This design comes from an exercise in tuning for small area and a short achievable clock period on the open sky130 flow, not from production work. At most, simulation tests tie the RTL to the original design; equivalence was not proved. For runs 6 and 7, only the layout was checked, not whether the RTL still works. No activity file was given, so power comes from the tool's default toggle rates.

### flow/run.sh
#!/bin/bash
set -euo pipefail
export CTS_ARGS="-sink_clustering_enable -repair_clock_nets -dont_use_dummy_load -buf_list sky130_fd_sc_hd__clkbuf_8 -sink_clustering_size 16 -sink_clustering_max_diameter 60"
export BUFFER_PORTS_ARGS="-buffer_cell sky130_fd_sc_hd__buf_1"
bash standard.sh > flow.log 2>&1
### standard.sh
#!/bin/bash
# synth_recipe.tcl (not shown) runs the flow's synth.tcl, then flattens the netlist and writes it again
# the make line also repeats each setting of config.mk as NAME=value (left out here)
make -C /OpenROAD-flow-scripts/flow DESIGN_CONFIG=/design/flow/config.mk WORK_HOME=/design/flow/orfs CLKGATE_MAP_FILE= SYNTH_SCRIPT=/design/flow/synth_recipe.tcl "${@:-finish}"
### config.mk
export PLATFORM = sky130hd
export DESIGN_NAME = branch_unit_top
export DESIGN_NICKNAME = branch_unit_top
export VERILOG_FILES = /design/flow/design.v
export SDC_FILE = /design/flow/constraint.sdc
export NUM_CORES = 4
export LEC_CHECK = 0
export CAP_MARGIN = 20
export CORE_MARGIN = 2
export CORE_UTILIZATION = 50
export PLACE_DENSITY = 0.8
export SETUP_SLACK_MARGIN = 2.3
export SLEW_MARGIN = 20
### constraint.sdc
create_clock -name core_clock -period 4.5 [get_ports {clk}]
set_input_delay 0.9000 -clock core_clock [delete_from_list [all_inputs] [get_ports {clk}]]
set_output_delay 0.9000 -clock core_clock [all_outputs]
set_load 0.01 [all_outputs]
### design.v
package bpu_pkg;
   typedef enum logic [1:0] {
      TGT_NONE   = 2'd0,
      TGT_CALL   = 2'd1,
      TGT_RETURN = 2'd2,
      TGT_IMM    = 2'd3
   } target_type_e;
   typedef enum logic [3:0] {
      CMP_NEVER  = 4'b0000,
      CMP_LTU    = 4'b0010,
      CMP_LT     = 4'b0011,
      CMP_EQ     = 4'b0100,
      CMP_NE     = 4'b1010,
      CMP_GEU    = 4'b1100,
      CMP_GE     = 4'b1101,
      CMP_ALWAYS = 4'b1110
   } cmp_op_e;
endpackage
module branch_unit_top (
   input  logic                          clk,
   input  logic                          reset_i,
   input  logic                          issue_valid_i,
   input  logic [31:0]                   pc_i,
   input  logic [31:0]                   target_i,
   input  bpu_pkg::target_type_e         target_type_i,
   input  bpu_pkg::cmp_op_e              cmp_type_i,
   input  logic [31:0]                   r0_i,
   input  logic [31:0]                   r1_i,
   output logic                          flush_o,
   output logic [31:0]                   redirect_pc_o,
   output logic                          taken_o,
   output logic                          resolve_valid_o,
   output logic [16-1:0] miss_count_o
);
   localparam int PHT_N = 1 << 6;
   localparam int HB    = 6;
   localparam int PB    = 3;
   logic [1:0]    pht_q [PHT_N];
   logic [HB-1:0] ghr_q;
   logic [31:0]   ras_q [8];
   localparam int RD = 8;
   logic [RD-1:0] top_q;           
   logic [3:0]    sel0_b_q, sel1_b_q, sel2_b_q;
   logic [1:0]    cnt_nx;
   logic [3:0]    cmp;
   logic [1:0]    tt;
   logic          is_call, is_ret, call_v, ret_v;
   logic [HB-1:0] idx0;
   logic [31:0]   ras_top;
   logic [31:0]   a, b;
   logic          lt, eq, taken0;
   logic [3:0]    hit1_0;
   logic [3:0][1:0] raw0;
   logic [3:0]    dec0_0, dec1_0;
   logic [7:0]    tok0;
   logic          force0;
   logic [PB-1:0] rest0;
   logic [RD-1:0] rest0_oh;
   logic [31:0]   pc_p4;
   assign cmp     = cmp_type_i;
   assign tt      = target_type_i;
   assign is_call = tt == bpu_pkg::TGT_CALL;
   assign is_ret  = tt == bpu_pkg::TGT_RETURN;
   assign call_v  = issue_valid_i && is_call;
   assign ret_v   = issue_valid_i && is_ret;
   assign force0  = is_call || is_ret || cmp == bpu_pkg::CMP_ALWAYS;
   assign idx0 = pc_i[2 +: HB] ^ ghr_q;
   always_comb begin
      dec0_0 = '0;
      dec1_0 = '0;
      dec0_0[idx0[1:0]] = 1'b1;
      dec1_0[idx0[3:2]] = 1'b1;
      for (int j = 0; j < 4; j++) begin
         raw0[j]   = pht_q[{j[1:0], idx0[3:0]}];
         hit1_0[j] = |(sel0_b_q & dec0_0) && |(sel1_b_q & dec1_0) && sel2_b_q[j];
      end
   end
   always_comb begin
      ras_top = '0;
      for (int j = 0; j < RD; j++)
         ras_top = ras_top | (top_q[j] ? ras_q[j] : 32'd0);
   end
   always_comb begin
      for (int k = 0; k < 8; k++)
         tok0[k] = !is_ret || ras_top[4*k +: 4] == target_i[4*k +: 4];
   end
   assign a  = {r0_i[31] ^ cmp[0], r0_i[30:0]};
   assign b  = {r1_i[31] ^ cmp[0], r1_i[30:0]};
   assign lt = b < a;
   assign eq = b == a;
   assign taken0 = eq ? cmp[2] : (lt ? cmp[1] : cmp[3]);
   always_comb begin
      case (tt)
         bpu_pkg::TGT_CALL:   rest0_oh = {top_q[RD-2:0], top_q[RD-1]};
         bpu_pkg::TGT_RETURN: rest0_oh = {top_q[0], top_q[RD-1:1]};
         default:             rest0_oh = top_q;
      endcase
      rest0 = '0;
      for (int j = 0; j < RD; j++)
         rest0 = rest0 | (rest0_oh[j] ? j[PB-1:0] : '0);
   end
   assign pc_p4 = pc_i + 32'd4;
   logic          va_q;
   logic          taken_a;
   logic          force_a_q;
   logic [3:0]    hit1_a_q;
   logic [3:0][1:0] raw_a_q;
   logic [1:0]    nx1_a_q;
   logic [7:0]    tok_a_q;
   logic [31:0]   tgt_a_q, pcp4_a_q;
   logic [HB-1:0] idx_a_q;
   logic [HB-2:0] hist_a_q;
   logic [PB-1:0] rest_a_q;
   always_ff @(posedge clk) begin
      if (reset_i) va_q <= 1'b0;
      else         va_q <= issue_valid_i;
   end
   always_ff @(posedge clk) begin
      taken_a   <= taken0;
      force_a_q <= force0;
      raw_a_q   <= raw0;
      hit1_a_q  <= hit1_0;
      nx1_a_q   <= cnt_nx;
      tok_a_q   <= tok0;
      tgt_a_q   <= target_i;
      pcp4_a_q  <= pc_p4;
      idx_a_q   <= idx0;
      hist_a_q  <= ghr_q[HB-2:0];
      rest_a_q  <= rest0;
   end
   logic pred_a, miss_a;
   assign pred_a = force_a_q || raw_a_q[idx_a_q[5:4]][1];
   assign miss_a = taken_a ? !(pred_a && (&tok_a_q)) : pred_a;
   logic [HB-2:0] hist_b_q;
   logic [PB-1:0] rest_b_q;
   logic [1:0][1:0] cnt_b_q, cnt_cur, cnt_st;
   logic [1:0]    cnt_d;
   logic [3:0]    dec0_a, dec1_a, dec2_a;
   logic [1:0]    hit2;
   always_ff @(posedge clk) begin
      if (reset_i) begin
         resolve_valid_o <= 1'b0;
         flush_o         <= 1'b0;
         miss_count_o    <= '0;
      end else begin
         resolve_valid_o <= va_q;
         flush_o         <= va_q && miss_a;
         if (va_q && miss_a && !(&miss_count_o))
            miss_count_o <= miss_count_o + 1'b1;
      end
   end
   always_comb begin
      dec0_a = '0;
      dec1_a = '0;
      dec2_a = '0;
      dec0_a[idx_a_q[1:0]] = 1'b1;
      dec1_a[idx_a_q[3:2]] = 1'b1;
      dec2_a[idx_a_q[5:4]] = 1'b1;
   end
   function automatic logic [1:0] step(input logic [1:0] c, input logic up);
      step[1] = (c[1] & c[0]) | (up & (c[1] | c[0]));
      step[0] = (c[1] & !c[0]) | (up & (c[1] | !c[0]));
   endfunction
   always_comb begin
      for (int k = 0; k < 2; k++) begin
         hit2[k]    = |(sel0_b_q & dec0_a) && |(sel1_b_q & dec1_a) && sel2_b_q[{k[0], idx_a_q[4]}];
         cnt_cur[k] = hit2[k] ? cnt_nx : (hit1_a_q[{k[0], idx_a_q[4]}] ? nx1_a_q : raw_a_q[{k[0], idx_a_q[4]}]);
         cnt_st[k]  = step(cnt_cur[k], taken_a);
      end
   end
   always_ff @(posedge clk) begin
      sel0_b_q <= (va_q && !reset_i) ? dec0_a : 4'b0000;
      sel1_b_q <= dec1_a;
      sel2_b_q <= dec2_a;
   end
   always_ff @(posedge clk) begin
      taken_o       <= taken_a;
      redirect_pc_o <= taken_a ? tgt_a_q : pcp4_a_q;
      hist_b_q      <= hist_a_q;
      rest_b_q      <= rest_a_q;
      cnt_b_q       <= cnt_st;
   end
   assign cnt_nx = (sel2_b_q[3] | sel2_b_q[2]) ? cnt_b_q[1] : cnt_b_q[0];
   assign cnt_d = reset_i ? 2'b01 : cnt_nx;
   logic [3:0] wr0, wr1, wr2;
   assign wr0 = sel0_b_q | {4{reset_i}};
   assign wr1 = sel1_b_q | {4{reset_i}};
   assign wr2 = sel2_b_q | {4{reset_i}};
   always_ff @(posedge clk) begin
      for (int i = 0; i < PHT_N; i++) begin
         if (wr0[i % 4] && wr1[(i / 4) % 4] && wr2[i / 16])
            pht_q[i] <= cnt_d;
      end
   end
   always_ff @(posedge clk) begin
      if (reset_i)
         ghr_q <= '0;
      else if (resolve_valid_o)
         ghr_q <= {flush_o ? hist_b_q : ghr_q[HB-2:0], taken_o};
   end
   always_ff @(posedge clk) begin
      if (reset_i) begin
         top_q <= '0;
         top_q[RD-1] <= 1'b1;
      end else if (flush_o) begin  
         top_q <= '0;
         top_q[rest_b_q] <= 1'b1;
      end else if (call_v) begin
         top_q <= {top_q[RD-2:0], top_q[RD-1]};
      end else if (ret_v) begin
         top_q <= {top_q[0], top_q[RD-1:1]};
      end
   end
   always_ff @(posedge clk) begin
      for (int j = 0; j < RD; j++)
         if (call_v && top_q[(j + RD - 1) % RD])
            ras_q[j] <= pc_p4;
   end
endmodule
==> metrics.md, run 1 <==
| Metric | Value |
|---|---|
| Outcome | `no timing/DRC/antenna violations` |
| Total Routed Length | `56500 µm` |
| Net count after synthesis | `1766` |
| Antenna violations before repair | `3` |
| Die Ht | `215 µm` |
| Placed cell areas | `0.0239 mm²` |
| Fin. max-slew vios | `0` |
| Cells along the critical path | `buf_2, xnor2_4, buf_4, nor2_1, a22oi_1, o22ai_1, a221oi_1, a21oi_1` |
| Site Rows | `77` |
| Ports | `188` |
| Static leakage | `8.65 nW` |
| Largest net degree at the start of global routing | `97` |
| Area growth, synth to finish | `11.9%` |
| Synth async-reset ratio | `0%` |
| First-pass GRT wire length | `84300 µm` |
| WL/cell | `23.8 µm` |
| Port Buffers | `187` |
| WP data required | `4.96 ns` |
| CTS Buffer Depth | `3` |
| #FFs+latches synth | `576` |
| Core Area | `0.0441 mm²` |
| Slew headroom | `30.1%` |
| Fin crit share | `51.7%` |
| CP Buf/Inv Count | `2` |
| Warnings, synthesis | `3` |
| Syn Inst Count | `1590` |
| Initial cell density of the core | `50.6%` |
| HP Class | `reg -> reg` |
| CP Max Fanout | `16` |
| Unrepaired setup endpoints after global routing | `yes` |
| Final setup vio count | `0` |
| Post-DRT Antenna Nets | `0` |
| Drt pass-1 iters | `7` |
| Tmin final | `2.33 ns` |
| Seq/Total Area, Yosys | `68.8%` |
| Vias per cell | `6.14` |
| EDFF count, synth | `384` |
| H-tree lvl count | `2` |
| Vias in the first global route | `14400` |
| Commonest cells after routing, fill and taps aside | `edfxtp_1, buf_1, dfxtp_1` |
| Maxcap violations | `0` |
| Fillers | `3539` |
| Total GRT Usage | `23.8%` |
| Actual slew at the worst max-slew pin | `1.05 ns` |
| Multi-input gate area | `0.00686 mm²` |
| Clk sinks | `576` |
| Die area | `0.0464 mm²` |
| Remaining DRCs | `0` |
| Critical path's top delay family | `compound AO/OA/AOI/OAI gates` |
| FF+latch area | `0.0154 mm²` |
| Worst skew pair latency | `0.64 ns` |
| Startpoint type of the worst setup path | `primary input` |
| CP max stage cell | `xnor2_4` |
| Syn_area_per_cell | `14.1 µm²` |
| Final Hold Viols | `0` |
| Layout cells sized above 1 | `17.8%` |
| Grt total ovfl | `0` |
| Commonest non-fill, non-tap cell in the layout | `edfxtp_1` |
| Critical Path Max Stage Delay | `0.43 ns` |
| CTS tree | `yes` |
| Max Clk Rate | `0.430 GHz` |
| Type of the worst setup path | `in -> reg` |
| Clock transition at path regs | `0.09 ns` |
| Root Buffer | `clkbuf_8` |
| Die width | `215 µm` |
| Arrival @ worst endpoint | `2.79 ns` |
| Gpl congestion | `0.953` |
| Via count | `14600` |
| Setup_tns | `0 ns` |
| Power Dens Cells | `405 mW/mm²` |
| VDD IR max | `0.322 mV` |
| Synthesized area | `0.0223 mm²` |
| Synth Flop Type | `edfxtp_1` |
| Post-Route Skew | `0.0792 ns` |
| Crit. End Element | `flip-flop` |
| Synth cell types | `67` |
| Hpwl dp | `35500 µm` |
| Final nets | `1957` |
| Clock buffer count from CTS | `43` |
| Iter 0 DRT Violations | `1805` |
| Finished Cell Area | `0.0250 mm²` |
==> routing by layer <==
layer	GRT usage, %	routed length [µm]	up-vias
met3	4.07	5080	151
met1	31.2	21800	7137
met4	9.98	2380	0
li1	-	-	6468
met5	0	0	-
met2	39.5	27200	811
==> where the power goes <==
part | internal (mW) | switching, mW | total [mW]
clock | 0.858 | 1.50 | 2.36
sequential | 6.13 | 0.280 | 6.41
combinational | 0.530 | 0.823 | 1.35
==> cell usage after synthesis (3+ instances only) <==
cell        n  area [µm²]
dfxtp_1   192        3840
inv_1      47         176
nor2_1     79         297
o211ai_1    4        30.0
a211oi_1   12        90.1
a31o_2     64         561
o21ai_0    31         155
maj3_1      4        40.0
mux2i_1    24         240
a221oi_1    8        70.1
edfxtp_1  384       11500
and4_1     11        96.3
clkbuf_1   79         297
a21oi_1    41         205
a22o_1      3        26.3
a22oi_1   144        1080
mux2_2     42         473
buf_2       3        15.0
nand3_1    44         220
nand2_1    55         206
nor2b_1     8        50.1
ha_1       39         488
mux4_2     10         225
xor2_1     59         517
and3_1     30         188
o41ai_1     8        70.1
a31oi_1     4        25.0
nor3_1      7        35.0
o22ai_1     7        43.8
buf_1      17        63.8
and2_1      6        37.5
xnor2_1    23         201
nand4_1    47         294
o311ai_0    3        26.3
nand2b_1    7        43.8
==> metrics by stage <==
stage	power [mW]	utilization [%]	instances	hold WS [ns]	worst slack [ns]
global placement	7.73	54.2	2296	0.310	1.01
detailed placement	7.77	54.2	2296	0.314	0.920
floorplan	7.24	-	1590	0.310	2.06
global route	10.5	56.7	2373	0.338	2.15
CTS	10.1	56.2	2358	0.335	2.24
finish	10.1	56.7	2373	0.334	2.17
==> cell families after synthesis <==
logic type	Yosys count	share of synthesized area (%)
DFF	576	68.8
AOI/OAI and AO/OA	363	12.1
and+or+nand+nor	301	6.80
buffers and inverters	149	2.55
xor gates and xnor gates	82	3.21
muxes	76	4.20
adders and majority gates	43	2.36
==> path summary, 6_finish.rpt <==
kind / end / from / slack, ns / cells after the start
max: raw_a_q[4]$_DFF_P_ / pc_i[3] / 2.17 / 8
min: hist_b_q[0]$_DFF_P_ / hist_a_q[0]$_DFF_P_ / 0.33 / 0
max reg2reg: raw_a_q[4]$_DFF_P_ / ghr_q[1]$_SDFFE_PP0P_ / 2.29 / 7
min reg2reg: hist_b_q[0]$_DFF_P_ / hist_a_q[0]$_DFF_P_ / 0.33 / 0
==> sequential cells by signal, indices dropped and copies added (netlist names), 6 cells and up <==
signal         count
redirect_pc_o     32
ghr_q              6
pcp4_a_q          32
ras_q            256
top_q              8
miss_count_o      16
raw_a_q            8
tok_a_q            8
tgt_a_q           32
pht_q            128
idx_a_q            6
==> area by class of cell <==
type / instances / area share, %
multi-input combinational: 868 / 27.4
clock buffer: 43 / 2.37
inverter: 49 / 0.761
antenna: 2 / 0.0200
tap: 592 / 2.96
timing repair buffer: 243 / 4.73
sequential: 576 / 61.7
==> what timing repair did <==
action / 4_1_cts / 5_1_grt
pin swaps: 5 / 10
hold buffers: 0 / 0
hold endpoints to repair: 0 / 0
setup endpoints to repair: 495 / 239
setup buffers: 17 / 12
gates cloned: 2 / 1
resized for setup: 53 / 36
==> inputs of run 2 (changes only) <==
--- a/config.mk
+++ b/config.mk
@@ -8,6 +8,5 @@
 export CAP_MARGIN = 20
 export CORE_MARGIN = 2
 export CORE_UTILIZATION = 50
-export PLACE_DENSITY = 0.8
-export SETUP_SLACK_MARGIN = 2.3
+export SETUP_SLACK_MARGIN = 2.35
 export SLEW_MARGIN = 20
==> metrics.md, run 2 <==
| Metric | Value |
|---|---|
| Largest reg by FF count | `ras_q` |
| Gpl congestion | `0.881 (-7.5%)` |
| Final setup vio count | `0 (unchanged)` |
| Area growth, synth to finish | `13.2%` |
| Power Dens Cells | `406 mW/mm² (+0.21%)` |
| DR WL met3 | `4660 µm (-8.3%)` |
| CTS tree | `yes` |
| Hpwl dp | `35100 µm (-1.1%)` |
| Via count | `14400 (-0.98%)` |
| Fin. max-slew vios | `0 (unchanged)` |
| Clk sinks | `576 (unchanged)` |
| Clock buffer count from CTS | `44 (+2.3%)` |
| Arrival @ worst endpoint | `2.81 ns (+0.02 ns)` |
| EDFF count, synth | `384 (unchanged)` |
| CP max stage cell | `mux4_2` |
| Final nets | `1962 (+0.26%)` |
| Largest net degree at the start of global routing | `74 (-24%)` |
| Final Hold Viols | `0 (unchanged)` |
| Port Buffers | `187 (unchanged)` |
| Root Buffer | `clkbuf_8` |
| Startpoint type of the worst setup path | `flip-flop` |
| Syn_area_per_cell | `14.1 µm² (unchanged)` |
| Grt total ovfl | `0 (unchanged)` |
| Warnings, synthesis | `3 (unchanged)` |
| Die area | `0.0464 mm² (unchanged)` |
| WP data required | `5.06 ns (+0.10 ns)` |
| Slew headroom | `39.8% (+9.7 points)` |
| Regs by FF count | `ras_q x256, pht_q x128` |
| Total power | `10.3 mW (+1.4%)` |
| Critical path's top delay family | `compound AO/OA/AOI/OAI gates` |
| Site Rows | `77 (unchanged)` |
| Cells along the critical path | `mux4_2, o2111ai_2, o311a_4, nand2_4, or4_4, a21oi_2` |
| Iter 0 DRT Violations | `1497 (-17%)` |
| Layout cells sized above 1 | `20.1% (+2.4 points)` |
| Max Clk Rate | `0.443 GHz (+3.0%)` |
| Synth async-reset ratio | `0% (unchanged)` |
| HP Class | `reg -> reg` |
| Top sig layer | `met4` |
| Worst skew pair latency | `0.67 ns (+0.03 ns)` |
| Antenna violations before repair | `1 (-2)` |
| Crit. End Element | `flip-flop` |
| #FFs+latches synth | `576 (unchanged)` |
| Vias in the first global route | `14200 (-1.6%)` |
| Post-DRT Antenna Nets | `0 (unchanged)` |
| Met1 WL | `26400 µm (+21%)` |
| Post-Route Skew | `0.0874 ns (+0.00823 ns)` |
| Actual slew at the worst max-slew pin | `0.896 ns (-0.152 ns)` |
| Fillers | `3648 (+3.1%)` |
| Remaining DRCs | `0 (unchanged)` |
| Clock transition at path regs | `0.10 ns (about the same)` |
| First-pass GRT wire length | `87800 µm (+4.2%)` |
| CP Max Fanout | `4 (-12)` |
| Synth cell types | `67 (unchanged)` |
| Ports | `188 (unchanged)` |
| Initial cell density of the core | `50.6% (unchanged)` |
| H-tree lvl count | `2 (unchanged)` |
| Seq/Total Area, Yosys | `68.8% (unchanged)` |
| Max FFs per register | `256 (unchanged)` |
| Vias per cell | `6.07 (-1.1%)` |
| Static leakage | `8.73 nW (+0.89%)` |
| Synth Flop Type | `edfxtp_1` |
| Share of the synthesized area in the top cell type | `51.6% (unchanged)` |
| Fin crit share | `50.2% (-1.5 points)` |
| VDD IR max | `0.284 mV (-12%)` |
| Tmin final | `2.26 ns (-0.0681 ns)` |
| FF+latch area | `0.0154 mm² (+0.11%)` |
| Hold_ws | `0.304 ns (-0.0300 ns)` |
| Net count after synthesis | `1766 (unchanged)` |
| Post-synth top cells | `edfxtp_1, dfxtp_1, a22oi_1` |
| Core Area | `0.0441 mm² (unchanged)` |
| Setup_tns | `0 ns (unchanged)` |
| Drt pass-1 iters | `5 (-2)` |
| Commonest non-fill, non-tap cell in the layout | `edfxtp_1` |
| Unrepaired setup endpoints after global routing | `yes` |
| Die width | `215 µm (unchanged)` |
| Maxcap violations | `0 (unchanged)` |
| Commonest cells after routing, fill and taps aside | `edfxtp_1, buf_1, dfxtp_1` |
| Multi-input gate area | `0.00701 mm² (+2.3%)` |
| Type of the worst setup path | `reg -> reg` |
| Outcome | `no timing/DRC/antenna violations` |
| Synthesized area | `0.0223 mm² (unchanged)` |
| Die Ht | `215 µm (unchanged)` |
| Total GRT Usage | `25.2% (+1.3 points)` |
| Met2 wire len | `27400 µm (+0.54%)` |
| Critical Path Max Stage Delay | `0.60 ns (+0.17 ns)` |
| Syn Inst Count | `1590 (unchanged)` |
| Hold buffers post-CTS | `0 (unchanged)` |
| CP Buf/Inv Count | `0 (-2)` |
| Count leader, synth | `edfxtp_1` |
| Synth area leader | `edfxtp_1` |
| WL/cell | `25.1 µm (+5.6%)` |
| CTS Buffer Depth | `3 (unchanged)` |
| Total Routed Length | `59800 µm (+5.8%)` |
| Top cells by area, synth | `edfxtp_1, dfxtp_1, a22oi_1` |
-- run 2: changes by cell type in the layout (fill, tap and decap cells not counted), moves of 6 or more --
| cell | before | now |
|---|---|---|
| dfxtp_1 | 169 | 155 |
| dfxtp_2 | 12 | 26 |
| buf_4 | 51 | 40 |
| buf_1 | 177 | 169 |
| nor2_1 | 71 | 65 |
-- run 2: logic make-up after synthesis --
logic type / after synthesis / synth area share, %
fa+ha+maj: 43 / 2.36
simple gates: 301 / 6.80
compound gates: 363 / 12.1
mux: 76 / 4.20
xor+xnor: 82 / 3.21
flops: 576 / 68.8
buf+inv: 149 / 2.55
-- run 2: final cells by class --
type | count | area share [%]
Multi-Input combinational cell | 873 | 27.7
Clock buffer | 44 | 2.39
Timing Repair inverter | 2 | 0.0495
Antenna cell | 1 | 0.00990
Sequential cell | 576 | 61.1
Inverter | 49 | 0.777
Timing Repair Buffer | 240 | 5.01
Tap cell | 592 | 2.93
-- run 2: worst paths after layout --
path	start	end	slack [ns]	cells past startpoint
max	idx_a_q[4]$_DFF_P_	miss_count_o[9]$_SDFFE_PP0P_	2.24	6
min	hist_a_q[3]$_DFF_P_	hist_b_q[3]$_DFF_P_	0.30	0
max reg2reg	idx_a_q[4]$_DFF_P_	miss_count_o[9]$_SDFFE_PP0P_	2.24	6
min reg2reg	hist_a_q[3]$_DFF_P_	hist_b_q[3]$_DFF_P_	0.30	0
-- run 2: per-layer routing --
| layer | track usage (%) | vias up |
|---|---|---|
| met2 | 39.2 | 627 |
| met3 | 4.13 | 82 |
| met1 | 36.9 | 7244 |
| met4 | 6.71 | 0 |
| met5 | 0 | - |
| li1 | - | 6471 |
-- run 2: worst register-to-register path, cell delays in order (launching register included) --
cell	delay, ns
dfxtp_4	0.39
mux4_2	0.60
o2111ai_2	0.27
o311a_4	0.27
nand2_4	0.07
or4_4	0.48
a21oi_2	0.12
-- run 2: where the power goes --
part           total, mW  internal [mW]  switching [mW]  leakage [nW]
clock               2.46          0.877            1.59         0.316
sequential          6.41           6.13           0.277          5.15
combinational       1.39          0.545           0.847          3.26
total               10.3           7.55            2.71          8.73
-- run 2: per-stage QoR --
step                instance area (µm²)  instances  worst slack [ns]  util, %
finish                            25300       2377              2.24     57.3
global route                      25300       2377              2.17     57.3
CTS                               25000       2366              2.23     56.6
detailed placement                23900       2298              1.11     54.3
global placement                  23900       2298              1.20     54.3
floorplan                         22700       1590              2.09        -
-- run 2: repair_timing --
action	4_1_cts	5_1_grt
pin swaps	10	21
gates resized for setup	80	65
setup endpoints to repair	406	116
gates cloned	5	5
hold endpoints to repair	0	0
buffers inserted	19	5
==> inputs of run 3 (changes only) <==
--- a/config.mk
+++ b/config.mk
@@ -8,5 +8,7 @@
 export CAP_MARGIN = 20
 export CORE_MARGIN = 2
 export CORE_UTILIZATION = 50
-export SETUP_SLACK_MARGIN = 2.35
+export GPL_ROUTABILITY_DRIVEN = 0
+export PLACE_DENSITY = 0.7
+export SETUP_SLACK_MARGIN = 2.3
 export SLEW_MARGIN = 20
==> metrics.md, run 3 <==
| Metric | Value |
|---|---|
| Outcome | `no timing/DRC/antenna violations` |
| HP Class | `reg -> reg` |
| Sequential Power Share | `63.0% (+0.6 points)` |
| Core Area | `0.0441 mm² (unchanged)` |
| Net count after synthesis | `1766 (unchanged)` |
| Fillers | `3588 (-1.6%)` |
| Regs by FF count | `ras_q x256, pht_q x128` |
| Sw Ratio | `25.9% (-0.52 points)` |
| FF-to-FF End | `miss_count_o[9]$_SDFFE_PP0P_` |
| Area growth, synth to finish | `12.1%` |
| EDFF count, synth | `384 (unchanged)` |
| Vias per cell | `6.02 (-0.78%)` |
| WP data required | `5.04 ns (-0.02 ns)` |
| Port Buffers | `187 (unchanged)` |
| Die Ht | `215 µm (unchanged)` |
| Max FFs per register | `256 (unchanged)` |
| Largest net degree at the start of global routing | `97 (+31%)` |
| Root Buffer | `clkbuf_8` |
| #FFs+latches synth | `576 (unchanged)` |
| CP Max Fanout | `4 (unchanged)` |
| Site Rows | `77 (unchanged)` |
| Clock buffer count from CTS | `43 (-2.3%)` |
| Clock share of power | `23.6% (-0.4 points)` |
| Commonest cells after routing, fill and taps aside | `edfxtp_1, buf_1, dfxtp_1` |
| Count leader, synth | `edfxtp_1` |
| Internal power | `7.51 mW (-0.54%)` |
| Actual slew at the worst max-slew pin | `0.885 ns (-0.0112 ns)` |
| Share of the synthesized area in the top cell type | `51.6% (unchanged)` |
| Switching Power | `2.62 mW (-3.2%)` |
| VDD IR max | `0.321 mV (+13%)` |
| Fin crit share | `49.5% (-0.67 points)` |
| Cell count of the worst reg-to-reg path | `6 (unchanged)` |
| Remaining DRCs | `0 (unchanged)` |
| Multi-input gate area | `0.00693 mm² (-1.2%)` |
| CP max stage cell | `mux4_2` |
| CP Buf/Inv Count | `0 (unchanged)` |
| Grt total ovfl | `0 (unchanged)` |
| Hpwl dp | `34100 µm (-2.8%)` |
| R2r setup slk | `2.27 ns (+0.03 ns)` |
| Clk sinks | `576 (unchanged)` |
| Critical Path Start | `idx_a_q[4]$_DFF_P_` |
| H-tree lvl count | `2 (unchanged)` |
| Max Clk Rate | `0.449 GHz (+1.4%)` |
| Startpoint type of the worst setup path | `flip-flop` |
| Hold path start | `rest_a_q[2]$_DFF_P_` |
| Largest reg by FF count | `ras_q` |
| Type of the worst setup path | `reg -> reg` |
| Final Hold Viols | `0 (unchanged)` |
| Iter 0 DRT Violations | `1208 (-19%)` |
| Via count | `14300 (-1.1%)` |
| Unrepaired setup endpoints after global routing | `yes` |
| WHS Endpoint | `rest_b_q[2]$_DFF_P_` |
| Final nets | `1952 (-0.51%)` |
| Drt pass-1 iters | `7 (+2)` |
| Vias in the first global route | `14400 (+1.4%)` |
| Total Routed Length | `55300 µm (-7.4%)` |
| Syn Inst Count | `1590 (unchanged)` |
| Worst setup margin | `2.27 ns (+0.0301 ns)` |
| Post-Route Skew | `0.109 ns (+0.0215 ns)` |
| Tmin final | `2.23 ns (-0.0301 ns)` |
| FF+latch area | `0.0154 mm² (-0.12%)` |
| Comb pwr share | `13.3% (-0.3 points)` |
| Critical path's top delay family | `compound AO/OA/AOI/OAI gates` |
| Clock transition at path regs | `0.10 ns (about the same)` |
| Setup_tns | `0 ns (unchanged)` |
| Critical Path Max Stage Delay | `0.58 ns (-0.02 ns)` |
| WL/cell | `23.4 µm (-7.1%)` |
| Maxcap violations | `0 (unchanged)` |
| Final core occ | `56.8% (-0.55 points)` |
| First-pass GRT wire length | `83100 µm (-5.4%)` |
| Ports | `188 (unchanged)` |
| Worst r2r src | `idx_a_q[4]$_DFF_P_` |
| Total GRT Usage | `23.4% (-1.8 points)` |
| Crit. End Element | `flip-flop` |
| Fin. max-slew vios | `0 (unchanged)` |
| Hold buffers post-CTS | `0 (unchanged)` |
| Synth Flop Type | `edfxtp_1` |
| Seq/Total Area, Yosys | `68.8% (unchanged)` |
| Warnings, synthesis | `3 (unchanged)` |
| Arrival @ worst endpoint | `2.76 ns (-0.05 ns)` |
| Final setup vio count | `0 (unchanged)` |
| Power Dens Cells | `405 mW/mm² (-0.28%)` |
| Layout cells sized above 1 | `17.9% (-2.3 points)` |
| Antenna violations before repair | `4 (+3)` |
| Post-synth top cells | `edfxtp_1, dfxtp_1, a22oi_1` |
| Commonest non-fill, non-tap cell in the layout | `edfxtp_1` |
| Synth async-reset ratio | `0% (unchanged)` |
| Die width | `215 µm (unchanged)` |
| Synth cell types | `67 (unchanged)` |
| Initial cell density of the core | `50.6% (unchanged)` |
| Synthesized area | `0.0223 mm² (unchanged)` |
| Synth area leader | `edfxtp_1` |
| Post-DRT Antenna Nets | `0 (unchanged)` |
| Static leakage | `8.65 nW (-0.85%)` |
| Syn_area_per_cell | `14.1 µm² (unchanged)` |
| Die area | `0.0464 mm² (unchanged)` |
| CTS tree | `yes` |
| CTS Buffer Depth | `3 (unchanged)` |
| Top cells by area, synth | `edfxtp_1, dfxtp_1, a22oi_1` |
| Slew headroom | `40.6% (+0.75 points)` |
| Pre-CTS setup slack | `1.03 ns (-0.0780 ns)` |
| Worst skew pair latency | `0.67 ns (about the same)` |
| Cells along the critical path | `mux4_2, o2111ai_4, o311a_4, nand2_4, or4_4, a21oi_2` |
| Hold Crit Depth | `0 (unchanged)` |
run 3: cell counts after synthesis:
Identical to the previous run, type by type.
run 3: worst max path at each step:
stage                                         to  slack (ns)  cells past startpoint
detailed placement        ras_q[5][31]$_DFFE_PP_        1.03                      7
global placement          ras_q[4][31]$_DFFE_PP_        1.12                      7
CTS                 miss_count_o[9]$_SDFFE_PP0P_        2.29                      6
floorplan                 ras_q[0][31]$_DFFE_PP_        2.06                      7
finish              miss_count_o[9]$_SDFFE_PP0P_        2.27                      6
global route        miss_count_o[9]$_SDFFE_PP0P_        2.20                      6
run 3: per-layer routing:
layer,global-route usage (%),up-vias,share of wire (%),wire length [µm]
li1,-,6447,-,-
met1,31.3,7017,40,22400
met2,38.1,679,48,26800
met3,3.83,118,7.7,4270
met4,10.0,2,3.5,1930
met5,0,-,0.023,13
run 3: power groups by stage:
stage	clock, mW	sequential (mW)	combinational, mW
after floorplan	0	6.36	0.884
after global placement	0	6.50	1.25
after detailed placement	0	6.51	1.27
after CTS	2.44	6.39	1.31
after global routing	2.61	6.43	1.47
final	2.40	6.39	1.35
run 3: logic make-up after synthesis:
group / after synthesis / synth area share (%)
flops: 576 / 68.8
compound gates: 363 / 12.1
simple gates: 301 / 6.80
buf+inv: 149 / 2.55
xor+xnor: 82 / 3.21
mux: 76 / 4.20
fa+ha+maj: 43 / 2.36
run 3: through the flow:
stage / cells / hold WS, ns / instance area [µm²] / total power, mW
after floorplan: 1590 / 0.310 / 22700 / 7.24
after global placement: 2302 / 0.311 / 24000 / 7.75
after detailed placement: 2302 / 0.313 / 24000 / 7.78
after CTS: 2360 / 0.292 / 24800 / 10.1
after global routing: 2369 / 0.299 / 25000 / 10.5
final: 2369 / 0.291 / 25000 / 10.1
run 3: area by class of cell:
class / count / share of cell area, %
antenna: 3 / 0.0300
clock buffer: 43 / 2.36
inverter: 49 / 0.764
multi-input combinational: 868 / 27.7
sequential: 576 / 61.6
tap: 592 / 2.96
timing repair buffer: 238 / 4.62
run 3: what timing repair did:
action                     4_1_cts  5_1_grt
resized for setup               47       48
pin swaps                        6       12
cloned                           1        2
setup endpoints to repair      419      140
hold endpoints to repair         0        0
setup buffers                   14        4
==> inputs of run 4 (changes only) <==
--- a/config.mk
+++ b/config.mk
@@ -8,7 +8,6 @@
 export CAP_MARGIN = 20
 export CORE_MARGIN = 2
 export CORE_UTILIZATION = 50
-export GPL_ROUTABILITY_DRIVEN = 0
 export PLACE_DENSITY = 0.7
 export SETUP_SLACK_MARGIN = 2.3
 export SLEW_MARGIN = 20
==> metrics.md, run 4 <==
| Metric | Value |
|---|---|
| Outcome | `no timing/DRC/antenna violations` |
| Die area | `0.0464 mm² (unchanged)` |
| Final setup vio count | `0 (unchanged)` |
| Grt total ovfl | `0 (unchanged)` |
| Warnings, synthesis | `3 (unchanged)` |
| Syn Inst Count | `1590 (unchanged)` |
| Synth async-reset ratio | `0% (unchanged)` |
| VDD IR max | `0.321 mV (unchanged)` |
| Tmin final | `2.23 ns (unchanged)` |
| Commonest non-fill, non-tap cell in the layout | `edfxtp_1` |
| Top cells by area, synth | `edfxtp_1, dfxtp_1, a22oi_1` |
| Type of the worst setup path | `reg -> reg` |
| Synth Flop Type | `edfxtp_1` |
| Layout cells sized above 1 | `17.9% (unchanged)` |
| Seq/Total Area, Yosys | `68.8% (unchanged)` |
| Placed cell count | `2302 (unchanged)` |
| Internal power | `7.51 mW (unchanged)` |
| Ports | `188 (unchanged)` |
| Die Ht | `215 µm (unchanged)` |
| Largest net degree at the start of global routing | `97 (unchanged)` |
| Startpoint type of the worst setup path | `flip-flop` |
| Vias per cell | `6.02 (unchanged)` |
| Clock transition at path regs | `0.10 ns (about the same)` |
| Synth area leader | `edfxtp_1` |
| Net count after synthesis | `1766 (unchanged)` |
| First-pass GRT wire length | `83100 µm (unchanged)` |
| Slew headroom | `40.6% (unchanged)` |
| Fin. max-slew vios | `0 (unchanged)` |
| Total GRT Usage | `23.4% (unchanged)` |
| Post-Route Skew | `0.109 ns (unchanged)` |
| Vias in the first global route | `14400 (unchanged)` |
| Max Clk Rate | `0.449 GHz (unchanged)` |
| Final nets | `1952 (unchanged)` |
| Root Buffer | `clkbuf_8` |
| H-tree lvl count | `2 (unchanged)` |
| Setup_tns | `0 ns (unchanged)` |
| Core Area | `0.0441 mm² (unchanged)` |
| Drt pass-1 iters | `7 (unchanged)` |
| Site Rows | `77 (unchanged)` |
| EDFF count, synth | `384 (unchanged)` |
| WL/cell | `23.4 µm (unchanged)` |
| CP Max Fanout | `4 (unchanged)` |
| Share of the synthesized area in the top cell type | `51.6% (unchanged)` |
| Commonest cells after routing, fill and taps aside | `edfxtp_1, buf_1, dfxtp_1` |
| Largest reg by FF count | `ras_q` |
| Count leader, synth | `edfxtp_1` |
| Max FFs per register | `256 (unchanged)` |
| Crit. End Element | `flip-flop` |
| CTS tree | `yes` |
| Final Hold Viols | `0 (unchanged)` |
| Actual slew at the worst max-slew pin | `0.885 ns (unchanged)` |
| Area growth, synth to finish | `12.1% (unchanged)` |
| Clock buffer count from CTS | `43 (unchanged)` |
| CTS Buffer Depth | `3 (unchanged)` |
| Iter 0 DRT Violations | `1208 (unchanged)` |
| Clk sinks | `576 (unchanged)` |
| Antenna violations before repair | `4 (unchanged)` |
| Initial cell density of the core | `50.6% (unchanged)` |
| Port Buffers | `187 (unchanged)` |
| #FFs+latches synth | `576 (unchanged)` |
| Via count | `14300 (unchanged)` |
| Comb pwr share | `13.3% (about the same)` |
| Gpl congestion | `0.867` |
| Maxcap violations | `0 (unchanged)` |
| Power Dens Cells | `405 mW/mm² (unchanged)` |
| Post-synth top cells | `edfxtp_1, dfxtp_1, a22oi_1` |
| Static leakage | `8.65 nW (unchanged)` |
| Worst skew pair latency | `0.67 ns (about the same)` |
| Non-filler cells, final | `2369 (unchanged)` |
| HP Class | `reg -> reg` |
| Synthesized area | `0.0223 mm² (unchanged)` |
| Clock share of power | `23.6% (about the same)` |
| Regs by FF count | `ras_q x256, pht_q x128` |
| Die width | `215 µm (unchanged)` |
| WP data required | `5.04 ns (about the same)` |
| Fin crit share | `49.5% (unchanged)` |
| Sw Ratio | `25.9% (unchanged)` |
| Total Routed Length | `55300 µm (unchanged)` |
| Post-DRT Antenna Nets | `0 (unchanged)` |
| Arrival @ worst endpoint | `2.76 ns (about the same)` |
| Unrepaired setup endpoints after global routing | `yes` |
| Sequential Power Share | `63.0% (about the same)` |
| Syn_area_per_cell | `14.1 µm² (unchanged)` |
| Switching Power | `2.62 mW (unchanged)` |
| Hpwl dp | `34100 µm (unchanged)` |
| Remaining DRCs | `0 (unchanged)` |
| Synth cell types | `67 (unchanged)` |
| Hold buffers post-CTS | `0 (unchanged)` |
## run 4: final timing paths
check	depth (start not counted)	end	start	slack, ns
setup / recovery	6	miss_count_o[9]$_SDFFE_PP0P_	idx_a_q[4]$_DFF_P_	2.27
hold / removal	0	rest_b_q[2]$_DFF_P_	rest_a_q[2]$_DFF_P_	0.29
setup reg to reg	6	miss_count_o[9]$_SDFFE_PP0P_	idx_a_q[4]$_DFF_P_	2.27
hold reg to reg	0	rest_b_q[2]$_DFF_P_	rest_a_q[2]$_DFF_P_	0.29
## run 4: through the flow
step           utilization (%)  total power [mW]  worst slack, ns  instance area, µm²  hold WS, ns
6_report                  56.8              10.1             2.27               25000        0.291
5_1_grt                   56.8              10.5             2.20               25000        0.299
4_1_cts                   56.2              10.1             2.29               24800        0.292
3_5_place_dp              54.3              7.78             1.03               24000        0.313
3_3_place_gp              54.3              7.75             1.12               24000        0.311
2_1_floorplan                -              7.24             2.06               22700        0.310
## run 4: worst max-delay path, stage by stage, from the launching register on
cell	delay [ns]
dfxtp_4	0.36
mux4_2	0.58
o2111ai_4	0.25
o311a_4	0.27
nand2_4	0.07
or4_4	0.48
a21oi_2	0.12
## run 4: layout make-up
cell class | instances | area [µm²]
multi-input combinational | 868 | 6930
sequential | 576 | 15400
clock buffer | 43 | 592
tap | 592 | 741
inverter | 49 | 191
timing repair buffer | 238 | 1160
fill | 3588 | 19100
antenna | 3 | 7.51
## run 4: logic make-up (layout without fill, tap and decap cells)
group	count (synthesis)	count (layout)	synth area share, %
flip-flops	576	576	68.8
AO/OA/AOI/OAI	363	363	12.1
AND/OR/NAND/NOR	301	303	6.80
buffers and inverters	149	330	2.55
XOR/XNOR	82	83	3.21
multiplexers	76	76	4.20
adder cells (fa/ha/maj)	43	43	2.36
other	0	3	0
## run 4: timing repair
action / in CTS / in global routing
gates cloned: 1 / 2
resized for setup: 47 / 48
endpoints found under the setup margin: 419 / 140
buffers inserted: 14 / 4
pin swaps: 6 / 12
## run 4: metal layers
| metal | wire length [µm] | GRT usage, % | vias up |
|---|---|---|---|
| li1 | - | - | 6447 |
| met1 | 22400 | 31.3 | 7017 |
| met2 | 26800 | 38.1 | 679 |
| met3 | 4270 | 3.83 | 118 |
| met4 | 1930 | 10.0 | 2 |
| met5 | 13 | 0 | - |
## run 4: power by group through the flow
stage	registers [mW]	clock network (mW)	logic (mW)
6_report	6.39	2.40	1.35
5_1_grt	6.43	2.61	1.47
4_1_cts	6.39	2.44	1.31
3_5_place_dp	6.51	0	1.27
3_3_place_gp	6.50	0	1.25
2_1_floorplan	6.36	0	0.884
==> inputs of run 5 (changes only) <==
--- a/config.mk
+++ b/config.mk
@@ -5,9 +5,9 @@
 export SDC_FILE = /design/flow/constraint.sdc
 export NUM_CORES = 4
 export LEC_CHECK = 0
-export CAP_MARGIN = 20
+export CAP_MARGIN = 5
 export CORE_MARGIN = 2
 export CORE_UTILIZATION = 50
 export PLACE_DENSITY = 0.7
 export SETUP_SLACK_MARGIN = 2.3
-export SLEW_MARGIN = 20
+export SLEW_MARGIN = 5
==> metrics.md, run 5 <==
| Metric | Value |
|---|---|
| Net count after synthesis | `1766 (unchanged)` |
| Synth Area in Simple Gates | `6.80% (unchanged)` |
| Commonest cells after routing, fill and taps aside | `edfxtp_1, buf_1, dfxtp_1` |
| Startpoint type of the worst setup path | `flip-flop` |
| WL/cell | `23.4 µm (unchanged)` |
| Fillers | `3588 (unchanged)` |
| #FFs+latches synth | `576 (unchanged)` |
| Port Buffers | `187 (unchanged)` |
| Ports | `188 (unchanged)` |
| Post-Route Skew | `0.109 ns (unchanged)` |
| Total GRT Usage | `23.4% (unchanged)` |
| Final Hold Viols | `0 (unchanged)` |
| Largest net degree at the start of global routing | `97 (unchanged)` |
| CTS tree | `yes` |
| HP Class | `reg -> reg` |
| Critical Path Max Stage Delay | `0.58 ns (about the same)` |
| Syn_area_per_cell | `14.1 µm² (unchanged)` |
| Cells along the critical path | `mux4_2, o2111ai_4, o311a_4, nand2_4, or4_4, a21oi_2` |
| Maxcap violations | `0 (unchanged)` |
| Adder-Cell Fraction of Synth Area | `2.36% (unchanged)` |
| Site Rows | `77 (unchanged)` |
| Syn Inst Count | `1590 (unchanged)` |
| Arrival @ worst endpoint | `2.76 ns (about the same)` |
| Multi-input gate area | `0.00693 mm² (unchanged)` |
| Synth Flop Type | `edfxtp_1` |
| Setup_tns | `0 ns (unchanged)` |
| Multiplexer share of the synthesized area | `4.20% (unchanged)` |
| Crit. End Element | `flip-flop` |
| Power Dens Cells | `405 mW/mm² (unchanged)` |
| Synthesized area | `0.0223 mm² (unchanged)` |
| Gpl congestion | `0.867 (unchanged)` |
| Total Routed Length | `55300 µm (unchanged)` |
| Vias in the first global route | `14400 (unchanged)` |
| CP max stage cell | `mux4_2` |
| CTS Buffer Depth | `3 (unchanged)` |
| Critical path's top delay family | `compound AO/OA/AOI/OAI gates` |
| Compound-cell area share of the yosys netlist | `12.1% (unchanged)` |
| Seq/Total Area, Yosys | `68.8% (unchanged)` |
| Root Buffer | `clkbuf_8` |
| Unrepaired setup endpoints after global routing | `yes` |
| Regs by FF count | `ras_q x256, pht_q x128` |
| Count leader, synth | `edfxtp_1` |
| Worst skew pair latency | `0.67 ns (about the same)` |
| Layout cells sized above 1 | `17.9% (unchanged)` |
| Synth async-reset ratio | `0% (unchanged)` |
| Clock buffer count from CTS | `43 (unchanged)` |
| Hpwl dp | `34100 µm (unchanged)` |
| Static leakage | `8.65 nW (unchanged)` |
| Post-DRT Antenna Nets | `0 (unchanged)` |
| Grt total ovfl | `0 (unchanged)` |
| Initial cell density of the core | `50.6% (unchanged)` |
| Core Area | `0.0441 mm² (unchanged)` |
| Outcome | `no timing/DRC/antenna violations` |
| Antenna violations before repair | `4 (unchanged)` |
| Synth cell types | `67 (unchanged)` |
| Die area | `0.0464 mm² (unchanged)` |
| Remaining DRCs | `0 (unchanged)` |
| Actual slew at the worst max-slew pin | `0.885 ns (unchanged)` |
| Type of the worst setup path | `reg -> reg` |
| First-pass GRT wire length | `83100 µm (unchanged)` |
| XOR/XNOR share of the synthesized area | `3.21% (unchanged)` |
| Largest reg by FF count | `ras_q` |
| EDFF count, synth | `384 (unchanged)` |
| Total power | `10.1 mW (unchanged)` |
| Die Ht | `215 µm (unchanged)` |
| Top cells by area, synth | `edfxtp_1, dfxtp_1, a22oi_1` |
| Die width | `215 µm (unchanged)` |
| VDD IR max | `0.321 mV (unchanged)` |
| Vias per cell | `6.02 (unchanged)` |
| Hold buffers post-CTS | `0 (unchanged)` |
| Final nets | `1952 (unchanged)` |
| Fin. max-slew vios | `0 (unchanged)` |
| CP Max Fanout | `4 (unchanged)` |
| H-tree lvl count | `2 (unchanged)` |
| Clk sinks | `576 (unchanged)` |
| Hold_ws | `0.291 ns (unchanged)` |
| Slew headroom | `40.6% (unchanged)` |
| Tmin final | `2.23 ns (unchanged)` |
| Largest family of logic cells by synthesized area | `compound AO/OA/AOI/OAI gates` |
| Commonest non-fill, non-tap cell in the layout | `edfxtp_1` |
| Fin crit share | `49.5% (unchanged)` |
| Share of the synthesized area in the top cell type | `51.6% (unchanged)` |
| WP data required | `5.04 ns (about the same)` |
| Max FFs per register | `256 (unchanged)` |
| Post-synth top cells | `edfxtp_1, dfxtp_1, a22oi_1` |
| Area growth, synth to finish | `12.1% (unchanged)` |
| Final setup vio count | `0 (unchanged)` |
| Synth area leader | `edfxtp_1` |
| CP Buf/Inv Count | `0 (unchanged)` |
| Drt pass-1 iters | `7 (unchanged)` |
| Warnings, synthesis | `3 (unchanged)` |
| Via count | `14300 (unchanged)` |
| Max Clk Rate | `0.449 GHz (unchanged)` |
| Clock transition at path regs | `0.10 ns (about the same)` |
| Iter 0 DRT Violations | `1208 (unchanged)` |
| FF+latch area | `0.0154 mm² (unchanged)` |
-- run 5: cell counts after synthesis --
No cell type changed its count.
-- run 5: logic make-up after synthesis --
family / after synthesis
XOR/XNOR: 82
flip-flops: 576
buffers and inverters: 149
AND/OR/NAND/NOR: 301
AO/OA/AOI/OAI: 363
adder cells (fa/ha/maj): 43
multiplexers: 76
-- run 5: cell type report --
cell class                      count  area share [%]
Inverter                           49           0.764
Timing Repair Buffer              238            4.62
Sequential cell                   576            61.6
Clock buffer                       43            2.36
Antenna cell                        3          0.0300
Multi-Input combinational cell    868            27.7
Tap cell                          592            2.96
-- run 5: path summary, 6_finish.rpt --
kind                                          start                            to  cells after the start  slack, ns
worst max register to register   idx_a_q[4]$_DFF_P_  miss_count_o[9]$_SDFFE_PP0P_                      6       2.27
worst max-delay path             idx_a_q[4]$_DFF_P_  miss_count_o[9]$_SDFFE_PP0P_                      6       2.27
worst min register to register  rest_a_q[2]$_DFF_P_           rest_b_q[2]$_DFF_P_                      0       0.29
worst min-delay path            rest_a_q[2]$_DFF_P_           rest_b_q[2]$_DFF_P_                      0       0.29
-- run 5: report_power, final --
part	switching [mW]	total, mW	internal (mW)
combinational	0.826	1.35	0.524
clock	1.54	2.40	0.859
sequential	0.262	6.39	6.13
-- run 5: repair_timing --
item                                    CTS  global route
resized for setup                        47            48
endpoints found under the setup margin  419           140
pin swaps                                 6            12
gates cloned                              1             2
setup buffers                            14             4
-- run 5: metrics by stage --
step           setup slack [ns]  utilization [%]  cell area (µm²)  instances
4_1_cts                    2.29             56.2            24800       2360
5_1_grt                    2.20             56.8            25000       2369
3_3_place_gp               1.12             54.3            24000       2302
6_report                   2.27             56.8            25000       2369
2_1_floorplan              2.06                -            22700       1590
3_5_place_dp               1.03             54.3            24000       2302
-- run 5: worst reg2reg max path, stage by stage (launching register included) --
cell       delay (ns)
dfxtp_4          0.36
mux4_2           0.58
o2111ai_4        0.25
o311a_4          0.27
nand2_4          0.07
or4_4            0.48
a21oi_2          0.12
-- run 5: metal layers --
layer	up-vias	track usage [%]	routed length, µm
met5	-	0	13
met1	7017	31.3	22400
met3	118	3.83	4270
li1	6447	-	-
met4	2	10.0	1930
met2	679	38.1	26800
==> inputs of run 6 (changes only) <==
--- a/design.v
+++ b/design.v
@@ -99,7 +99,11 @@
       for (int j = 0; j < RD; j++)
          rest0 = rest0 | (rest0_oh[j] ? j[PB-1:0] : '0);
    end
-   assign pc_p4 = pc_i + 32'd4;
+   always_comb begin
+      pc_p4[1:0] = pc_i[1:0];
+      for (int k = 2; k < 32; k++)
+         pc_p4[k] = pc_i[k] ^ (&(pc_i | ~(((32'd1 << k) - 32'd1) & ~32'd3)));
+   end
    logic          va_q;
    logic          taken_a;
    logic          force_a_q;
--- a/config.mk
+++ b/config.mk
@@ -5,9 +5,9 @@
 export SDC_FILE = /design/flow/constraint.sdc
 export NUM_CORES = 4
 export LEC_CHECK = 0
-export CAP_MARGIN = 5
+export CAP_MARGIN = 20
 export CORE_MARGIN = 2
 export CORE_UTILIZATION = 50
 export PLACE_DENSITY = 0.7
 export SETUP_SLACK_MARGIN = 2.3
-export SLEW_MARGIN = 5
+export SLEW_MARGIN = 20
==> metrics.md, run 6 <==
| Metric | Value |
|---|---|
| Fillers | `3491 (-2.7%)` |
| Clk sinks | `576 (unchanged)` |
| CP max stage cell | `mux4_2` |
| Largest net degree at the start of global routing | `65 (-33%)` |
| Sw Ratio | `26.1% (+0.16 points)` |
| Total GRT Usage | `23.6% (+0.23 points)` |
| Total Routed Length | `56300 µm (+1.8%)` |
| Non-filler cells, final | `2366 (-0.13%)` |
| Cells along the critical path | `mux4_2, o2111ai_4, o311ai_4, buf_12, nor3_4, nand3_2, mux2_4` |
| XOR/XNOR share of the synthesized area | `3.02% (-0.20 points)` |
| Unrepaired setup endpoints after global routing | `yes` |
| #FFs+latches synth | `576 (unchanged)` |
| CP Max Fanout | `4 (unchanged)` |
| Area growth, synth to finish | `12.9%` |
| Compound-cell area share of the yosys netlist | `12.1% (about the same)` |
| Setup_tns | `0 ns (unchanged)` |
| Die area | `0.0464 mm² (about the same)` |
| CP Buf/Inv Count | `1 (+1)` |
| Adder-Cell Fraction of Synth Area | `2.58% (+0.22 points)` |
| Post-Route Skew | `0.0887 ns (-0.0203 ns)` |
| Grt total ovfl | `0 (unchanged)` |
| Internal power | `7.54 mW (+0.35%)` |
| HP Class | `reg -> reg` |
| Clock transition at path regs | `0.08 ns (-0.02 ns)` |
| Worst skew pair latency | `0.66 ns (about the same)` |
| Critical path's top delay family | `multiplexers` |
| Count leader, synth | `edfxtp_1` |
| Synth area leader | `edfxtp_1` |
| Final core occ | `57.1% (+0.32 points)` |
| Site Rows | `77 (unchanged)` |
| Net count after synthesis | `1763 (-0.17%)` |
| Fin crit share | `48.8% (-0.68 points)` |
| Arrival @ worst endpoint | `2.70 ns (-0.06 ns)` |
| Largest family of logic cells by synthesized area | `compound AO/OA/AOI/OAI gates` |
| Vias per cell | `6.10 (+1.3%)` |
| Post-synth top cells | `edfxtp_1, dfxtp_1, a22oi_1` |
| Synth async-reset ratio | `0% (unchanged)` |
| Synth cell types | `67 (unchanged)` |
| Largest reg by FF count | `ras_q` |
| CTS Buffer Depth | `3 (unchanged)` |
| Final nets | `1953 (+0.051%)` |
| Seq/Total Area, Yosys | `68.7% (about the same)` |
| Syn Inst Count | `1583 (-0.44%)` |
| Synthesized area | `0.0224 mm² (about the same)` |
| Vias in the first global route | `14200 (-1.5%)` |
| Clock buffer count from CTS | `44 (+2.3%)` |
| R2r setup slk | `2.30 ns (+0.03 ns)` |
| Critical Path Max Stage Delay | `0.57 ns (about the same)` |
| Antenna violations before repair | `5 (+1)` |
| CTS tree | `yes` |
| Maxcap violations | `0 (unchanged)` |
| Core Area | `0.0442 mm² (+0.22%)` |
| Max Clk Rate | `0.455 GHz (+1.4%)` |
| EDFF count, synth | `384 (unchanged)` |
| Fin. max-slew vios | `0 (unchanged)` |
| Syn_area_per_cell | `14.1 µm² (+0.53%)` |
| Synth Flop Type | `edfxtp_1` |
| Iter 0 DRT Violations | `1504 (+25%)` |
| Tmin final | `2.20 ns (-0.0308 ns)` |
| Post-DRT Antenna Nets | `0 (unchanged)` |
| Die Ht | `215 µm (about the same)` |
| Gpl congestion | `0.947 (+9.2%)` |
| Startpoint type of the worst setup path | `flip-flop` |
| VDD IR max | `0.319 mV (-0.74%)` |
| Die width | `215 µm (about the same)` |
| Regs by FF count | `ras_q x256, pht_q x128` |
| Via count | `14400 (+1.1%)` |
| Commonest cells after routing, fill and taps aside | `edfxtp_1, buf_1, dfxtp_1` |
| Max FFs per register | `256 (unchanged)` |
| Top cells by area, synth | `edfxtp_1, dfxtp_1, a22oi_1` |
| Root Buffer | `clkbuf_8` |
| Share of the synthesized area in the top cell type | `51.6% (about the same)` |
| Multiplexer share of the synthesized area | `4.18% (-0.020 points)` |
| Hold buffers post-CTS | `0 (unchanged)` |
| Final setup vio count | `0 (unchanged)` |
| Actual slew at the worst max-slew pin | `0.805 ns (-0.0803 ns)` |
| Critical Path Start | `raw_a_q[7]$_DFF_P_` |
| WP data required | `5.01 ns (-0.03 ns)` |
| Remaining DRCs | `0 (unchanged)` |
| H-tree lvl count | `2 (unchanged)` |
| Synth Area in Simple Gates | `6.83% (+0.028 points)` |
| Power Dens Cells | `404 mW/mm² (-0.22%)` |
| Commonest non-fill, non-tap cell in the layout | `edfxtp_1` |
| Switching Power | `2.66 mW (+1.2%)` |
| Hpwl dp | `33900 µm (-0.55%)` |
| WL/cell | `23.8 µm (+1.9%)` |
| Worst r2r src | `raw_a_q[7]$_DFF_P_` |
| Warnings, synthesis | `3 (unchanged)` |
| Slew headroom | `46.0% (+5.4 points)` |
| Final Hold Viols | `0 (unchanged)` |
| Type of the worst setup path | `reg -> reg` |
| Port Buffers | `187 (unchanged)` |
| Ports | `188 (unchanged)` |
| Clock share of power | `23.9% (+0.3 points)` |
| Crit. End Element | `flip-flop` |
| Hold path start | `rest_a_q[0]$_DFF_P_` |
| Sequential Power Share | `62.6% (-0.4 points)` |
| Outcome | `no timing/DRC/antenna violations` |
| Drt pass-1 iters | `5 (-2)` |
| Initial cell density of the core | `50.6% (-0.068 points)` |
| First-pass GRT wire length | `83900 µm (+0.98%)` |
| Layout cells sized above 1 | `19.3% (+1.4 points)` |
| Comb pwr share | `13.5% (+0.2 points)` |
| Static leakage | `8.60 nW (-0.57%)` |
| Placed cell count | `2286 (-0.70%)` |
[run 6: routing by layer]
metal	routed length [µm]	share of wire (%)	global-route usage [%]	up-vias
li1	-	-	-	6435
met1	23000	41	32.4	7152
met2	26600	47	37.8	712
met3	4570	8.1	3.59	123
met4	2140	3.8	10.0	2
met5	8	0.014	0	-
[run 6: timing repair]
action                                  CTS  global route
endpoints found under the setup margin  373           149
resized for setup                        61            41
cloned                                    2             7
pin swaps                                12            15
buffers inserted                         18             6
[run 6: worst paths after layout]
kind	to	cells after the start
worst max register to register	miss_count_o[13]$_SDFFE_PP0P_	7
worst max-delay path	miss_count_o[13]$_SDFFE_PP0P_	7
worst min-delay path	rest_b_q[0]$_DFF_P_	0
worst min register to register	rest_b_q[0]$_DFF_P_	0
[run 6: power groups by stage]
stage | clock network, mW | registers, mW | logic (mW)
after detailed placement | 0 | 6.52 | 1.27
after global placement | 0 | 6.52 | 1.25
after global routing | 2.66 | 6.42 | 1.50
after CTS | 2.48 | 6.38 | 1.35
final | 2.43 | 6.39 | 1.38
after floorplan | 0 | 6.37 | 0.889
[run 6: cell type report]
cell class	count	area [µm²]	area share [%]
sequential	576	15400	61.1
multi-input combinational	865	7050	27.9
timing repair buffer	236	1190	4.70
tap	592	741	2.93
clock buffer	44	606	2.40
inverter	49	208	0.823
antenna	3	7.51	0.0297
timing repair inverter	1	5.00	0.0198
[run 6: cells by family after synthesis]
logic type / Yosys count
multiplexers: 78
flip-flops: 576
adder cells (fa/ha/maj): 47
AND/OR/NAND/NOR: 291
AO/OA/AOI/OAI: 365
buffers and inverters: 149
XOR/XNOR: 77
[run 6: metrics by stage]
stage / area [µm²] / setup slack, ns / hold WS [ns] / total power, mW
after global placement: 24000 / 1.09 / 0.313 / 7.76
after detailed placement: 24000 / 1.03 / 0.313 / 7.80
after floorplan: 22800 / 1.95 / 0.310 / 7.26
final: 25200 / 2.30 / 0.331 / 10.2
after CTS: 24900 / 2.22 / 0.334 / 10.2
after global routing: 25200 / 2.27 / 0.339 / 10.6
[run 6: worst reg2reg max path: cells and delay by family, from the launching register on]
family	cells	cell delay, ns
flip-flops	1	0.36
AO/OA/AOI/OAI	2	0.38
AND/OR/NAND/NOR	2	0.32
buffers and inverters	1	0.17
multiplexers	2	0.87
==> inputs of run 7 (changes only) <==
--- a/design.v
+++ b/design.v
@@ -52,7 +52,7 @@
    logic [3:0]    hit1_0;
    logic [3:0][1:0] raw0;
    logic [3:0]    dec0_0, dec1_0;
-   logic [7:0]    tok0;
+   logic [3:0]    tok0;
    logic          force0;
    logic [PB-1:0] rest0;
    logic [RD-1:0] rest0_oh;
@@ -81,8 +81,8 @@
          ras_top = ras_top | (top_q[j] ? ras_q[j] : 32'd0);
    end
    always_comb begin
-      for (int k = 0; k < 8; k++)
-         tok0[k] = !is_ret || ras_top[4*k +: 4] == target_i[4*k +: 4];
+      for (int k = 0; k < 4; k++)
+         tok0[k] = !is_ret || ras_top[8*k +: 8] == target_i[8*k +: 8];
    end
    assign a  = {r0_i[31] ^ cmp[0], r0_i[30:0]};
    assign b  = {r1_i[31] ^ cmp[0], r1_i[30:0]};
@@ -99,18 +99,14 @@
       for (int j = 0; j < RD; j++)
          rest0 = rest0 | (rest0_oh[j] ? j[PB-1:0] : '0);
    end
-   always_comb begin
-      pc_p4[1:0] = pc_i[1:0];
-      for (int k = 2; k < 32; k++)
-         pc_p4[k] = pc_i[k] ^ (&(pc_i | ~(((32'd1 << k) - 32'd1) & ~32'd3)));
-   end
+   assign pc_p4 = pc_i + 32'd4;
    logic          va_q;
    logic          taken_a;
    logic          force_a_q;
    logic [3:0]    hit1_a_q;
    logic [3:0][1:0] raw_a_q;
    logic [1:0]    nx1_a_q;
-   logic [7:0]    tok_a_q;
+   logic [3:0]    tok_a_q;
    logic [31:0]   tgt_a_q, pcp4_a_q;
    logic [HB-1:0] idx_a_q;
    logic [HB-2:0] hist_a_q;
==> metrics.md, run 7 <==
| Metric | Value |
|---|---|
| Commonest non-fill, non-tap cell in the layout | `edfxtp_1` |
| Clock transition at path regs | `0.09 ns (about the same)` |
| FF-to-FF End | `miss_count_o[7]$_SDFFE_PP0P_` |
| Post-synth top cells | `edfxtp_1, dfxtp_1, a22oi_1` |
| VDD IR max | `0.313 mV (-1.9%)` |
| Worst r2r src | `idx_a_q[4]$_DFF_P_` |
| Comb pwr share | `13.7% (+0.2 points)` |
| Actual slew at the worst max-slew pin | `0.842 ns (+0.0368 ns)` |
| Die width | `215 µm (-0.21%)` |
| Hold_ws | `0.334 ns (+0.00249 ns)` |
| Type of the worst setup path | `in -> reg` |
| Synthesized area | `0.0223 mm² (-0.43%)` |
| CTS tree | `yes` |
| Clk sinks | `572 (-0.69%)` |
| Vias per cell | `6.11 (+0.20%)` |
| H-tree lvl count | `2 (unchanged)` |
| Cell count of the worst reg-to-reg path | `8 (+1)` |
| R2r setup slk | `2.29 ns (-0.02 ns)` |
| Worst skew pair latency | `0.67 ns (about the same)` |
| Syn Inst Count | `1611 (+1.8%)` |
| Remaining DRCs | `0 (unchanged)` |
| Crit. End Element | `flip-flop` |
| Vias in the first global route | `14500 (+2.3%)` |
| Sw Ratio | `26.3% (+0.28 points)` |
| Non-filler cells, final | `2391 (+1.1%)` |
| WP data required | `5.01 ns (about the same)` |
| Antenna violations before repair | `2 (-3)` |
| EDFF count, synth | `384 (unchanged)` |
| Maxcap violations | `0 (unchanged)` |
| Fin crit share | `49.2% (+0.36 points)` |
| Drt pass-1 iters | `7 (+2)` |
| Warnings, synthesis | `3 (unchanged)` |
| Layout cells sized above 1 | `16.7% (-2.6 points)` |
| Tmin final | `2.21 ns (+0.0164 ns)` |
| Critical Path Max Stage Delay | `0.53 ns (-0.04 ns)` |
| Fin. max-slew vios | `0 (unchanged)` |
| Final Hold Viols | `0 (unchanged)` |
| Power Dens Cells | `411 mW/mm² (+1.7%)` |
| Iter 0 DRT Violations | `1437 (-4.5%)` |
| First-pass GRT wire length | `86700 µm (+3.3%)` |
| Hpwl dp | `34800 µm (+2.8%)` |
| Regs by FF count | `ras_q x256, pht_q x128` |
| Setup_tns | `0 ns (unchanged)` |
| Finished Cell Area | `0.0250 mm² (-1.2%)` |
| Max Clk Rate | `0.452 GHz (-0.74%)` |
| CP max stage cell | `mux4_2` |
| Arrival @ worst endpoint | `2.72 ns (+0.02 ns)` |
| Placed cell count | `2317 (+1.4%)` |
| WL/cell | `24.2 µm (+1.8%)` |
| Ports | `188 (unchanged)` |
| Post-DRT Antenna Nets | `0 (unchanged)` |
| Initial cell density of the core | `50.5% (-0.11 points)` |
| #FFs+latches synth | `572 (-0.69%)` |
| Static leakage | `8.48 nW (-1.4%)` |
| Hold buffers post-CTS | `0 (unchanged)` |
| Die area | `0.0462 mm² (-0.42%)` |
| Site Rows | `77 (unchanged)` |
| Commonest cells after routing, fill and taps aside | `edfxtp_1, buf_1, dfxtp_1` |
| Sequential Power Share | `62.2% (-0.4 points)` |
| Via count | `14600 (+1.3%)` |
| Hold Crit Depth | `0 (unchanged)` |
| Switching Power | `2.70 mW (+1.6%)` |
| CTS Buffer Depth | `3 (unchanged)` |
| Final nets | `1976 (+1.2%)` |
| Clock buffer count from CTS | `46 (+4.5%)` |
| Outcome | `no timing/DRC/antenna violations` |
| Clock share of power | `24.0% (about the same)` |
| Grt total ovfl | `0 (unchanged)` |
| Count leader, synth | `edfxtp_1` |
| Synth cell types | `61 (-9.0%)` |
| Core Area | `0.0441 mm² (-0.22%)` |
==> run 7: cell types whose count changed in the layout (fill, tap and decap cells not counted), sizes merged, moves of 5 or more <==
| cell | change |
|---|---|
| a21oi | +5 |
| mux2 | -5 |
| nand2 | +24 |
| nand3 | +9 |
| nand4 | +14 |
| nor3 | -5 |
| o21ai | +6 |
| o41ai | -8 |
| xnor2 | +29 |
| xor2 | -23 |
==> run 7: layer usage <==
metal  track usage [%]  part of all wire, %  vias to the layer above
li1                  -                    -                     6534
met1              32.9                   41                     7338
met2              40.3                   48                      626
met3              4.60                  7.5                      107
met4              8.34                  2.9                        0
met5                 0                    0                        -
==> run 7: how the worst max path moves through the flow <==
stage                   startpoint                           end  slack, ns
2_1_floorplan        cmp_type_i[0]               taken_a$_DFF_P_       2.09
3_3_place_gp               pc_i[2]            raw_a_q[4]$_DFF_P_       1.11
3_5_place_dp               pc_i[2]            raw_a_q[4]$_DFF_P_       1.04
4_1_cts        sel2_b_q[2]$_DFF_P_        pht_q[10][0]$_DFFE_PP_       2.21
5_1_grt         idx_a_q[4]$_DFF_P_  miss_count_o[7]$_SDFFE_PP0P_       2.25
6_report                   pc_i[4]            raw_a_q[6]$_DFF_P_       2.29
==> run 7: layout make-up <==
type                            count  area [µm²]  area share (%)
Antenna cell                        1        2.50          0.0100
Clock buffer                       46         633            2.54
Sequential cell                   572       15300            61.5
Multi-Input combinational cell    899        6950            27.9
Inverter                           47         185           0.742
Tap cell                          592         741            2.97
Timing Repair Buffer              233        1090            4.37
Timing Repair inverter              1        5.00          0.0201
==> run 7: worst max-delay path, delay by kind of cell <==
family | cells | cell delay [ns]
simple gates | 1 | 0.11
buf+inv | 2 | 0.43
mux | 1 | 0.53
xor+xnor | 1 | 0.28
compound gates | 2 | 0.46
==> run 7: through the flow <==
stage / setup WS, ns / power, mW
6_report: 2.29 / 10.2
5_1_grt: 2.25 / 10.6
4_1_cts: 2.21 / 10.2
3_5_place_dp: 1.04 / 7.75
3_3_place_gp: 1.11 / 7.72
2_1_floorplan: 2.09 / 7.20
==> run 7: cell families (layout without fill, tap and decap cells) <==
logic type                 count (synthesis)  after routing  synth area share, %
AOI/OAI and AO/OA                        367            368                 11.9
muxes                                     73             73                 3.83
DFF                                      572            572                 68.7
xor gates and xnor gates                  81             84                 3.25
other                                      0              1                    0
and+or+nand+nor                          328            331                 7.40
buffers and inverters                    147            327                 2.54
adders and majority gates                 43             43                 2.37
==> run 7: repair_timing <==
| item | 4_1_cts | 5_1_grt |
|---|---|---|
| endpoints found under the setup margin | 503 | 206 |
| cloned | 6 | 2 |
| buffers inserted | 12 | 7 |
| pin swaps | 7 | 9 |
| resized for setup | 53 | 42 |
==> run 7: power by group through the flow <==
stage	Sequential (mW)	Clock [mW]	Combinational (mW)
2_1_floorplan	6.32	0	0.882
3_3_place_gp	6.48	0	1.24
3_5_place_dp	6.48	0	1.27
4_1_cts	6.37	2.51	1.36
5_1_grt	6.40	2.68	1.52
6_report	6.37	2.46	1.41

==> separate check: timing with driven ports <==
No port has a modelled driver above. Below, the same layouts with a new extraction and two added sets of constraints. Step 1 sets driving cells, clkbuf_16 on the clock port and buf_2 on the other inputs (assumed; they add their load-dependent delay and slew). Step 2 also shifts input and output timing later by t, the mid clock arrival at the registers, as if the neighbouring blocks saw the same clock. Three values: no drivers, after step 1, after step 2; two values: the first two.
run	t (ns)	slack for setup (ns)
run 1	0.653	2.174 / 2.201 / 1.548
run 2	0.685	2.243 / 2.243 / 1.599
run 3	0.665	2.273 / 2.273 / 1.646
run 4	0.665	2.273 / 2.273 / 1.646
run 5	0.665	2.273 / 2.273 / 1.646
run 6	0.668	2.303 / 2.296 / 1.634
run 7	0.669	2.287 / 2.289 / 1.649
After both steps setup and hold are still met in every run listed.
